Source: an optimization exercise on an open RTL-to-GDS flow (aim: small area and a short achievable clock period). Production flows keep margins and buffers that such runs may drop.
No functional check of the RTL was part of any run shown here.

## flow/design.v (module list and top-level ports; edited modules follow where they fit)
// module kb_booth_enc: 16 lines
// module kb_scaler: 882 lines
// module attack_arbiter: 142 lines
module attack_arbiter #(
  parameter int unsigned        STUN_W      = 24,
  parameter logic [STUN_W-1:0]  STUN_CYCLES = 24'd20,
  parameter int unsigned        DMG_W       = 10,
  parameter int unsigned        DMG_MAX     = 999
) (
  input  logic             clock,
  input  logic             reset,
  input  logic [31:0]      p1_attack,
  input  logic [31:0]      p1_knockback,
  input  logic [31:0]      p2_attack,
  input  logic [31:0]      p2_knockback,
  output logic [DMG_W-1:0] p1_damage,
  output logic [DMG_W-1:0] p2_damage,
  output logic [31:0]      p1_kb_out,
  output logic             p1_kb_valid,
  output logic [31:0]      p2_kb_out,
  output logic             p2_kb_valid,
  output logic             p1_stunned,
  output logic             p2_stunned,
  output logic             clash
);
  // ...
==> flow/flow/run.sh <==
#!/bin/bash
# Layout flow: the standard synthesis and layout, with
# - inverters around the synthesized full adders removed by flipping adder
#   polarities (flow/polarity.py; combinational only, registers untouched),
# - the port buffers made as the smallest plain buffer instead of the delay
#   buffer buffer_ports picks by default, and
# - a clock tree of smaller buffers without dummy loads.
# Each step's output goes to a log file here.
set -euo pipefail
MARGIN=$(cat flow/margin.txt)
NETLIST="$PWD/orfs/results/${FLOW_PLATFORM}/attack_arbiter/base/1_2_yosys.v"
bash standard.sh "$NETLIST" > synth.log 2>&1
python3 flow/polarity.py "$NETLIST" > polarity.log 2>&1
bash standard.sh SETUP_SLACK_MARGIN="$MARGIN" \
  "BUFFER_PORTS_ARGS=-buffer_cell sky130_fd_sc_hd__buf_1" \
  "CTS_ARGS=-sink_clustering_enable -repair_clock_nets -dont_use_dummy_load -buf_list {sky130_fd_sc_hd__clkbuf_4 sky130_fd_sc_hd__clkbuf_8}" \
  finish > layout.log 2>&1
==> flow/flow/margin.txt <==
7.2
==> flow/flow/polarity.py <==
#!/usr/bin/env python3
"""Remove inverters around full adders in a flat Yosys netlist.

A full adder is self-dual: FA(~a, ~b, ~c) = (~sum, ~cout). Synthesis often
leaves inverters between adder outputs and adder inputs; flipping an adder
(feeding it the complements of its inputs and complementing its outputs)
removes such inverters when that needs fewer inverters than it adds. Also
drops inverter pairs (inv feeding inv). Registers and ports are untouched.

Usage: polarity.py NETLIST.v   (rewrites the file in place, prints a summary)
"""
import re
import sys

INV = re.compile(r"sky130_fd_sc_hd__(clk)?inv_\d+$")
FA = re.compile(r"sky130_fd_sc_hd__fa_\d+$")
OUTPINS = {"X", "Y", "Q", "Q_N", "SUM", "COUT", "HI", "LO"}

path = sys.argv[1]
text = open(path).read()

m_end = text.rindex("endmodule")
first = re.search(r"^\s+sky130_fd_sc_hd__\w+\s", text, re.M)
assert first, "no cells"
header = text[: first.start()]
body = text[first.start(): m_end]
assert "assign" not in body, "assign statements not supported"

cell_re = re.compile(r"\s*(sky130_fd_sc_hd__\w+)\s+(\S+)\s*\((.*?)\);", re.S)
pin_re = re.compile(r"\.(\w+)\(\s*((?:\\\S+\s)|[^()\s]+)\s*\)")

cells = {}          # name -> [type, {pin: net}]
order = []
pos = 0
for m in cell_re.finditer(body):
    assert body[pos: m.start()].strip() == "", body[pos: m.start()][:200]
    pos = m.end()
    typ, name, pins = m.group(1), m.group(2), m.group(3)
    pm = {}
    for p, n in pin_re.findall(pins):
        pm[p] = n.strip()
    cells[name] = [typ, pm]
    order.append(name)
assert body[pos:].strip() == "", body[pos:][:200]

ports = set()
for m in re.finditer(r"^\s*(input|output)\s+(\[\d+:\d+\]\s+)?(\S+);", header, re.M):
    rng, n = m.group(2), m.group(3)
    if rng:
        hi, lo = map(int, re.findall(r"\d+", rng))
        for i in range(min(hi, lo), max(hi, lo) + 1):
            ports.add(f"{n}[{i}]")
    ports.add(n)

driver = {}
loads = {}


def rebuild():
    driver.clear()
    loads.clear()
    for name, (typ, pm) in cells.items():
        for p, n in pm.items():
            if p in OUTPINS:
                driver[n] = (name, p)
            else:
                loads.setdefault(n, set()).add((name, p))


rebuild()
is_inv = lambda c: c in cells and INV.match(cells[c][0]) is not None
is_fa = lambda c: c in cells and FA.match(cells[c][0]) is not None
newid = [0]
new_nets = []


def fresh_net():
    newid[0] += 1
    n = f"_pol{newid[0]}_"
    new_nets.append(n)
    return n


def fresh_cell():
    newid[0] += 1
    return f"_polc{newid[0]}_"


def connect(cell, pin, net):
    old = cells[cell][1].get(pin)
    if old is not None:
        if pin in OUTPINS:
            if driver.get(old) == (cell, pin):
                del driver[old]
        else:
            loads[old].discard((cell, pin))
    cells[cell][1][pin] = net
    if pin in OUTPINS:
        driver[net] = (cell, pin)
    else:
        loads.setdefault(net, set()).add((cell, pin))


def remove_cell(cell):
    for p, n in cells[cell][1].items():
        if p in OUTPINS:
            if driver.get(n) == (cell, p):
                del driver[n]
        else:
            loads[n].discard((cell, p))
    del cells[cell]


def add_inv(a, y):
    c = fresh_cell()
    cells[c] = ["sky130_fd_sc_hd__inv_1", {}]
    connect(c, "A", a)
    connect(c, "Y", y)
    return c


def inv_of(net):
    """An existing inverter whose input is net, if any."""
    for c, p in loads.get(net, ()):
        if p == "A" and is_inv(c):
            return c
    return None


def gain(f):
    """Inverters saved by flipping adder f (negative: more needed); None if
    the flip is not handled."""
    pm = cells[f][1]
    g = 0
    ins = [pm["A"], pm["B"], pm["CIN"]]
    for n in set(ins):
        d = driver.get(n)
        if d and is_inv(d[0]):
            others = [x for x in loads.get(n, ()) if x[0] != f]
            if not others and n not in ports:
                g += 1
        elif inv_of(n) is None:
            g -= 1
    for p in ("SUM", "COUT"):
        s = pm.get(p)
        if s is None:
            continue
        ext = 0
        invs = 0
        plain = s in ports
        for c, q in loads.get(s, ()):
            if q == "A" and is_inv(c):
                invs += 1
                if cells[c][1]["Y"] in ports:
                    ext += 1
            else:
                plain = True
        if ext > 1:
            return None
        g += invs
        if plain:
            g -= 1
    return g


def flip(f):
    pm = cells[f][1]
    for p in ("A", "B", "CIN"):
        n = pm[p]
        d = driver.get(n)
        if d and is_inv(d[0]):
            inv = d[0]
            connect(f, p, cells[inv][1]["A"])
            if not loads.get(n) and n not in ports:
                remove_cell(inv)
        else:
            j = inv_of(n)
            if j is None:
                y = fresh_net()
                add_inv(n, y)
                connect(f, p, y)
            else:
                connect(f, p, cells[j][1]["Y"])
    for p in ("SUM", "COUT"):
        s = pm.get(p)
        if s is None:
            continue
        inv_loads = [c for c, q in list(loads.get(s, ())) if q == "A" and is_inv(c)]
        plain = s in ports or any(not (q == "A" and is_inv(c)) for c, q in loads.get(s, ()))
        target = None
        for c in inv_loads:
            if cells[c][1]["Y"] in ports:
                target = cells[c][1]["Y"]
        if target is None:
            target = fresh_net()
        connect(f, p, target)
        for c in inv_loads:
            y = cells[c][1]["Y"]
            remove_cell(c)
            if y != target:
                for lc, lp in list(loads.get(y, ())):
                    connect(lc, lp, target)
        if plain:
            add_inv(target, s)


def count_inv():
    return sum(1 for c in cells if is_inv(c))


before = count_inv()
flips = 0
changed = True
rounds = 0
while changed and rounds < 20:
    changed = False
    rounds += 1
    for f in [c for c in list(cells) if is_fa(c)]:
        g = gain(f)
        if g is not None and g > 0:
            flip(f)
            flips += 1
            changed = True

# inverter pairs: loads of inv(inv(x)) take x
pairs = 0
for j in [c for c in list(cells) if is_inv(c)]:
    if j not in cells:
        continue
    a, y = cells[j][1]["A"], cells[j][1]["Y"]
    d = driver.get(a)
    if not d or not is_inv(d[0]) or y in ports:
        continue
    x = cells[d[0]][1]["A"]
    for lc, lp in list(loads.get(y, ())):
        connect(lc, lp, x)
    remove_cell(j)
    pairs += 1
    if not loads.get(a) and a not in ports:
        remove_cell(d[0])

# unused inverters
for c in [c for c in list(cells) if is_inv(c)]:
    y = cells[c][1]["Y"]
    if not loads.get(y) and y not in ports:
        remove_cell(c)

after = count_inv()


def fmt(n):
    return n + " " if n.startswith("\\") else n


out = [header.rstrip("\n")]
for n in new_nets:
    out.append(f"  wire {n};")
for name in order + [c for c in cells if c not in set(order)]:
    if name not in cells:
        continue
    typ, pm = cells[name]
    pins = ",\n".join(f"    .{p}({fmt(n)})" for p, n in pm.items())
    out.append(f"  {typ} {fmt(name)} (\n{pins}\n  );")
out.append("endmodule\n")
open(path, "w").write("\n".join(out))
print(f"polarity: {flips} adder flips, {pairs} inverter pairs; inverters {before} -> {after}")
==> flow/standard.sh <==
#!/bin/bash
# synth_recipe.tcl (not shown) runs the flow's synth.tcl, then flattens the netlist and writes it again
# the make line also repeats each setting of config.mk as NAME=value (left out here)
make -C /OpenROAD-flow-scripts/flow DESIGN_CONFIG=/design/flow/config.mk WORK_HOME=/design/flow/orfs CLKGATE_MAP_FILE= SYNTH_SCRIPT=/design/flow/synth_recipe.tcl "${@:-finish}"
==> flow/config.mk <==
export PLATFORM = sky130hd
export DESIGN_NAME = attack_arbiter
export DESIGN_NICKNAME = attack_arbiter
export VERILOG_FILES = /design/flow/design.v
export SDC_FILE = /design/flow/constraint.sdc
export NUM_CORES = 4
export LEC_CHECK = 0
export ABC_AREA = 1
export CAP_MARGIN = 20
export CORE_MARGIN = 2
export CORE_UTILIZATION = 55
export SLEW_MARGIN = 20
==> flow/constraint.sdc <==
create_clock -name core_clock -period 12.0 [get_ports {clock}]
set_input_delay 2.4000 -clock core_clock [delete_from_list [all_inputs] [get_ports {clock}]]
set_output_delay 2.4000 -clock core_clock [all_outputs]
set_load 0.01 [all_outputs]
==> run summary, run 1 <==
----------------------------------------------------
[Setup path]
  CP Launch Point ... opFactor[1]
  Sum of buffers and inverters on the critical path ... 6
  Worst flop-to-flop path endpoint ... p1KbOut[29]
  Element type at the critical path end ... register
  Critical path's slowest cell ... sky130_fd_sc_hd__fa_1

[Cells and area]
  Filler Cell Count ... approximately 2,700
  Non-clock buffer area fraction after layout ... 8.174%
  Number of cells in the finished layout apart from fillers ... 2,849
  Commonest non-fill, non-tap cell in the layout ... sky130_fd_sc_hd__inv_1
  Area-dominant cell class after layout ... multi-input gates

[Clocking]
  Clock sink count ... 162

[STA]
  Time the worst path needs with I/O delays and setup ... 4.873 ns
  Setup TNS after final layout ... 0 ns
  Normalized max-slew margin ... 31.78%

[Detailed routing]
  Wire length on met1 ... 22.75 mm
  Routed length per instance ... between 15 and 20 µm
  Via count ... 15,930

[Logic synthesis]
  Synth Cell Area ... 16,910 µm²
  Number of synthesis warnings ... 1
  Total nets after synthesis ... 2,642

[Outcome]
  Outcome ... no timing/DRC/antenna violations

[Global route]
  Number of global-route vias before repair ... roughly 15,000

[Die]
  Die area ... around 32,000 µm²

[Placed design]
  Number of placed instances, taps included ... 2,749

----------------------------------------------------
==> run 2: changes to the inputs <==
==> flow/flow/margin.txt (replaced) <==
7.0
==> run 2 against run 1 <==
  * Register-to-register slack worse by 0.05 ns
  * Cell count is 0.46% lower
  * Routed wire length is 2.5% lower
  * Critical path type unchanged
==> run summary, run 2 <==
----------------------------------------------------
[Global route]
  Maximum number of pins on one net before global-route repair ... 67
  Antenna violations before repair ... 0
  Number of global-route vias before repair ... 14,170 (-2.3%)
  Total Routing Usage GR ... 28.98%
  Global-route wire length before repair ... 73.34 mm
  Global route overflow ... 0

[Cells and area]
  Filler Cell Count ... 2,792 (+1.7%)
  Commonest non-fill, non-tap cell in the layout ... sky130_fd_sc_hd__inv_1
  Proportion of layout cells with a drive suffix above 1 ... 10.70%
  Leading registers by flop count ... p1KbOut x40, p2KbOut x40, atkKb x32
  Post-layout instance area ... 19,310 µm²
  Commonest non-fill, non-tap cells in the layout ... 388 x sky130_fd_sc_hd__inv_1, 382 x sky130_fd_sc_hd__nand2_1, 177 x sky130_fd_sc_hd__buf_1, 175 x sky130_fd_sc_hd__a21oi_1, 175 x sky130_fd_sc_hd__xor2_1
  Area Overhead vs Synth ... 14.22%
  Final Net Count ... 2,791
  Share of the core filled with cells ... 63.46%

[Setup path]
  Critical Path RT ... 12.42 ns
  Largest stage delay on the critical path ... 0.53 ns
  Category of the most critical setup path ... reg -> reg
  Critical path's slowest cell ... sky130_fd_sc_hd__fa_1
  Reg-to-reg setup timing slack ... a little over 7 ns
  Cells along the critical path ... buf_12 -> inv_8 -> o21ai_1 -> o21ai_2 -> buf_12 -> buf_6 -> o22ai_2 -> xor2_1 -> fa_1 -> fa_1 -> fa_1 -> inv_2 -> ha_4 -> a21oi_1 -> inv_1 -> a21oi_2 -> o21bai_1 -> a31oi_1 -> nand2_2 -> fa_1 -> inv_1 -> xnor2_1 -> o21ai_0 -> a21oi_1
  Type of origin of the critical path ... register
  Maximum fanout encountered on the critical timing path ... 19
  Crit-path most repeated cell ... sky130_fd_sc_hd__fa_1
  Data arrival at the endpoint of the critical path ... 5.34 ns
  Element type at the critical path end ... register

[Detailed routing]
  Post-route antenna net violation count ... 0
  DRC violations left ... 0
  Routed length per instance ... 16.97 µm (-2.0%)
  Via count ... 15,690 (-1.5%)
  Vias per cell ... 5.532
  Initial detailed-routing violation count ... 1,332
  Number of detailed-routing iterations run before antenna repair ... 5
  Total length of routed wires ... 48.14 mm

[STA]
  Normalized max-slew margin ... 44.94% (+13 points)
  Final hold vios ... 0
  Transition time at the pin with the least slew margin ... ~0.8 ns
  Setup Skew ... 0.03560 ns
  Number of max-slew violations in the final report ... 0
  RSZ-0062 raised after global routing ... yes
  Setup TNS after final layout ... 0 ns (unchanged)
  Portion of the clock cycle consumed by the worst path in the final layout ... 41.05%
  Final setup margin ... about 7.1 ns
  Final setup vio count ... 0
  Fmax ... 203.0 MHz
  Time the worst path needs with I/O delays and setup ... 4.926 ns (+0.05331 ns)

[Placed design]
  Count of input and output buffers ... between 150 and 200
  Routability cong. ... a little over 0.9
  Instance area at placement ... 17,720 µm²
  Worst setup timing slack at the placement stage ... about 5.5 ns
  Half-perimeter wire length of the detailed placement result ... 33.70 mm

[Die]
  Die area ... 32,160 µm² (unchanged)
  Total core area ... 30,430 µm²
  Initial core utilization ... 55.56%
  Die extent in y ... approximately 180 µm
  Horizontal extent of the die ... 179.3 µm
  Std cell rows ... 64
  Ports placed on the boundary ... 219

[Clocking]
  Post-CTS Hold Fix Bufs ... 0
  Clock network latency to the later pin of the worst-skew pair ... 0.51 ns
  Clock-pin slew of the registers on the worst-case setup and hold paths ... 0.09 ns
  Depth of the CTS H-tree ... 4
  Cts bufs inserted ... 17
  Clk Tree Root Cell ... sky130_fd_sc_hd__clkbuf_8
  CTS tree ... done
  Clock sink count ... 162 (unchanged)
  Bufs on Longest Clock Path ... 2

[Logic synthesis]
  Gate count after technology mapping ... approximately 2,300
  Mean instance size in the synthesized netlist ... 7.376 µm²
  Total nets after synthesis ... 2,642 (unchanged)
  Number of synthesis warnings ... 1 (unchanged)
  Synth Cell Area ... 16,910 µm² (unchanged)

[Worst hold path]
  Worst Hold Class ... reg -> reg

[Outcome]
  Outcome ... no timing/DRC/antenna violations

[Flow run]
  Number of max-cap violations ... 0

----------------------------------------------------
run 2: what timing repair did:
action                                  4_1_cts  5_1_grt
endpoints found under the setup margin       76       52
resized for setup                            54      110
pin swaps                                     7       56
gates cloned                                  4        4
buffers inserted                             26       32
run 2: metrics by stage:
| step | hold slack (ns) | std cells |
|---|---|---|
| after floorplan | 0.4440 | 2292 |
| after global placement | 0.4335 | 2750 |
| after detailed placement | 0.4195 | 2750 |
| after CTS | 0.4293 | 2797 |
| after global routing | 0.4416 | 2835 |
| final | 0.4258 | 2836 |
run 2: critical path: cells and delay by family, from the launching register on:
| kind | cells | cell delay, ns |
|---|---|---|
| flip-flops | 1 | 0.36 |
| buffers and inverters | 7 | 0.84 |
| adder cells (fa/ha/maj) | 5 | 2.09 |
| XOR/XNOR | 2 | 0.35 |
| AO/OA/AOI/OAI | 9 | 1.07 |
| AND/OR/NAND/NOR | 1 | 0.09 |
run 2: layer usage:
metal / wire length, µm / share of wire, % / global-route usage, %
met2: 20740 / 43 / 44.36
met1: 23010 / 48 / 42.28
met3: 3131 / 6.5 / 4.241
met5: 0 / 0 / 0
met4: 1256 / 2.6 / 8.804
run 2: layout make-up:
type / count / area (µm²) / share of cell area (%)
inverter: 416 / 1620 / 8.391
sequential: 162 / 3598 / 18.64
tap: 396 / 495.5 / 2.566
multi-input combinational: 1580 / 11820 / 61.23
timing repair buffer: 260 / 1510 / 7.821
timing repair inverter: 4 / 25.02 / 0.1296
clock buffer: 17 / 234.0 / 1.212
antenna: 1 / 2.502 / 0.01296
run 2: final timing paths:
path                             startpoint          end  depth (start not counted)
worst max-delay path            opFactor[1]  p1KbOut[10]                         24
worst min-delay path              p2KbValid         eval                          1
worst max register to register  opFactor[1]  p1KbOut[10]                         24
worst min register to register    p2KbValid         eval                          1

-- afterwards: timing with drivers on the ports --
In the flow no input, the clock included, has a driving cell. The finished layouts below were timed again as built, in two steps.
Step 1 assumes that a clkbuf_16 drives the clock port and a buf_2 every other input.
Step 2 times the ports against the registers' clock, not the clock port: input delays grow and output delays shrink by t, the midpoint of the rising clock arrivals with the driver on.
a / b / c = no drivers / after step 1 / after step 2; a / b = the first two.
run	shift t [ns]	slack for setup (ns)	hold slack, ns
run 1	0.540	7.127 / 7.127 / 6.874	0.434 / 0.434 / 0.434
run 2	0.540	7.074 / 7.074 / 6.710	0.426 / 0.426 / 0.426
After both steps every run listed still meets setup and hold. The setup slack of run 2, which loses most, moves by 0.000 ns with the drivers and by -0.364 ns with both steps.
